What follows belongs to an exercise in optimizing a design on an open flow for small area; a production flow would make more cautious choices.
Only simulation tests tie the RTL to the original design; equivalence was not proved.
Power figures rest on the tool's default switching activity, not on a simulated workload.

== xenon ==
// sid_synth_top
module sid_synth_top (
    input  wire logic       clk,
    input  wire logic       rst_n,
    input  wire logic       spi_clk,
    input  wire logic       spi_cs_n,
    input  wire logic       spi_mosi,
    output logic      [9:0] sample,
    output logic            sample_valid
);
Size: ~1800 cells after synthesis, roughly 400 flip-flops, roughly 16 I/O pins, ~21000 um2 of cells after synthesis.
Settings: LEC_CHECK=0, CAP_MARGIN=20, CORE_MARGIN=2, CORE_UTILIZATION=40, CTS_BUF_LIST=sky130_fd_sc_hd__clkbuf_16, CTS_CLUSTER_DIAMETER=80, CTS_CLUSTER_SIZE=30, SLEW_MARGIN=20; clock period 8.0 ns.
run.sh (not shown) runs the stock make flow with config.mk's settings and CLKGATE_MAP_FILE= SYNTH_SCRIPT=/design/flow/synth_recipe.tcl, a recipe that flattens the netlist after the stock synthesis.
The inputs of tundra differ from those of xenon as listed below.
- removing CTS_CLUSTER_DIAMETER (formerly 80)
- removing CTS_BUF_LIST (formerly sky130_fd_sc_hd__clkbuf_16)
- removing CTS_CLUSTER_SIZE (formerly 30)
### Flow results
- The final reports for tundra and xenon show routed wirelength normalized by instance count lower in the former.
- Comparing xenon against tundra, there is no change at all in sequential cell count.
- In tundra, the detailed-routed wire length on met2 came out about 0.8% below the value in xenon.
- Compared with xenon, tundra shows a higher maximum frequency.
- In the reports for tundra and xenon, the smaller total vias in the final route belongs to xenon.
- The launching instance or port of the critical path comes out u_regs.rx[7] in one run and u_regs.rx[8] in the other, namely in xenon and tundra respectively.
- Delta (tundra minus xenon): clock-buffer cell count went up; cell count went up.
Input-level comparison between ember and tundra:
- setting CTS_CLUSTER_DIAMETER to 60 for the first time
- setting CTS_BUF_LIST to sky130_fd_sc_hd__clkbuf_8 for the first time
- setting CTS_CLUSTER_SIZE to 16 for the first time
==> flow/flow/run.sh (new file) <==
#!/bin/bash
# Layout flow: the standard flow, with Yosys's synth run without its
# quick ABC pass (SYNTH_ARGS=-noabc). The adders are then extracted from
# the design's own gate structure; the final technology mapping by ABC
# and every later step are the standard ones. Registers are unchanged.
set -euo pipefail
bash standard.sh SYNTH_ARGS=-noabc finish > standard_flow.log 2>&1
==> flow/standard.sh (new file) <==
#!/bin/bash
# synth_recipe.tcl (not shown) runs the flow's synth.tcl, then flattens the netlist and writes it again
# the make line also repeats each setting of config.mk as NAME=value (left out here)
make -C /OpenROAD-flow-scripts/flow DESIGN_CONFIG=/design/flow/config.mk WORK_HOME=/design/flow/orfs CLKGATE_MAP_FILE= SYNTH_SCRIPT=/design/flow/synth_recipe.tcl "${@:-finish}"
removed: flow/run.sh
Notes after the runs:
On number of cells on the worst reg-to-reg path, the lower figure sits with ember, not tundra. Relative to tundra, final cycle utilization of the critical path increased by 2.3 points in ember. Share of the yosys chip area belonging to registers on ember is up relative to tundra. Comparing tapcell count for tundra and ember, the bigger number came from tundra. Delta (ember minus tundra): worst endpoint required time picked up an extra 0.03 ns, synthesized cell count shrank by about 10%. Final standard cell area without fillers on ember is ahead of tundra. Compared with tundra, in ember number of enable-type register cells in the synthesized netlist closely matched the old numbers, power density over the cells now smaller, area share of buffers outside the clock network saw little to no change, clock transition time at the flip-flop clock pins of the worst setup and hold paths +0.04 ns.
For harbor, these inputs were changed with respect to ember:
- SLEW_MARGIN now 0, was 20
- CAP_MARGIN now 0, was 20
- CORE_UTILIZATION now 60, was 40
- Per the comparison of harbor with ember, maximum number of pins on one net before global-route repair saw a decrease; global routing met2 resource utilization saw an increase; combined area of the multi-input logic cells saw little to no change; placed cell count saw a decrease; half-perimeter wire length of the detailed placement result saw a decrease.
- The via count on harbor is in line with that on ember.
- Re highest fanout seen on the critical path: no difference whatsoever between ember and harbor.
- [compare] base=ember new=harbor: highest attainable clock frequency went up 0.00069 GHz, wire length decreased by about 3% relative to the old numbers.
## Diff of input files: onyx against harbor
- CAP_MARGIN changed from 0 to 20
- CTS_CLUSTER_SIZE changed from 16 to 20
- SLEW_MARGIN changed from 0 to 20
- CTS_CLUSTER_DIAMETER changed from 60 to 50
- GPL_TIMING_DRIVEN newly set to 0
- CORE_UTILIZATION changed from 60 to 40
==> flow/run.sh (new file) <==
#!/bin/bash
# synth_recipe.tcl (not shown) runs the flow's synth.tcl, then flattens the netlist and writes it again
# the make line also repeats each setting of config.mk as NAME=value (left out here)
make -C /OpenROAD-flow-scripts/flow DESIGN_CONFIG=/design/flow/config.mk WORK_HOME=/design/flow/orfs CLKGATE_MAP_FILE= SYNTH_SCRIPT=/design/flow/synth_recipe.tcl finish
removed: flow/flow/run.sh
removed: flow/standard.sh
Results
met3 track utilization from global routing on onyx is down relative to harbor. Between harbor and onyx, the worst slack on hold paths is lower for onyx. The clock network area share in onyx was higher than what harbor gave. | critical path depth | higher: onyx |.


sid_synth_top again, from the RTL that the note above started with.
clock: 8.0 ns
lec_check: 0
cap_margin: 20
core_margin: 2
core_utilization: 40
cts_buf_list: sky130_fd_sc_hd__clkbuf_4
cts_cluster_size: 30
slew_margin: 20
Stock flow here: none of the scripts above is used.
Change:
- CTS_BUF_LIST: sky130_fd_sc_hd__clkbuf_4 -> sky130_fd_sc_hd__clkbuf_8
- CTS_CLUSTER_DIAMETER: default -> 60
- CTS_CLUSTER_SIZE: 30 -> 16
What happened: Design area decreases by a few percent. Power decreases by roughly a tenth. First-iteration DRC count increases by a few percent. Combinational power barely changes. Wire length drops slightly.

-- afterwards: timing with drivers on the ports --
Ports are ideal in the flow. The routed layouts listed here were re-timed in OpenROAD.
Step 1: set_driving_cell puts a clkbuf_16 on clk and a buf_2 on each other input, an assumption about the parent block.
Step 2 moves the port delays by t, midway between the first and last clock arrival at a register: inputs arrive t later, outputs are due t later. That takes back most of the time a late clock gives input paths.
a / b / c = ideal / step 1 / step 2; a / b = the first two.
| run | t, ns | slack for setup (ns) | worst hold slack (ns) | worst setup path at the end |
|---|---|---|---|---|
| xenon | 0.623 | 0.242 / 0.242 / 0.242 | 0.333 / 0.333 / 0.333 | register to register |
| tundra | 0.625 | 0.270 / 0.270 / 0.270 | 0.344 / 0.344 / 0.344 | register to register |
| ember | 0.663 | 0.089 / 0.089 / 0.089 | 0.339 / 0.339 / 0.339 | register to register |
| harbor | 0.628 | 0.132 / 0.132 / 0.132 | 0.348 / 0.348 / 0.348 | register to register |
| onyx | 0.631 | 0.256 / 0.256 / 0.256 | 0.333 / 0.333 / 0.333 | register to register |
| the first run of note 2 | 0.871 | 0.277 / 0.277 / 0.277 | 0.325 / 0.325 / 0.325 | register to register |
| the second run of note 2 | 0.651 | 0.265 / 0.265 / 0.265 | 0.344 / 0.344 / 0.344 | register to register |
After both steps every run listed still meets setup and hold.
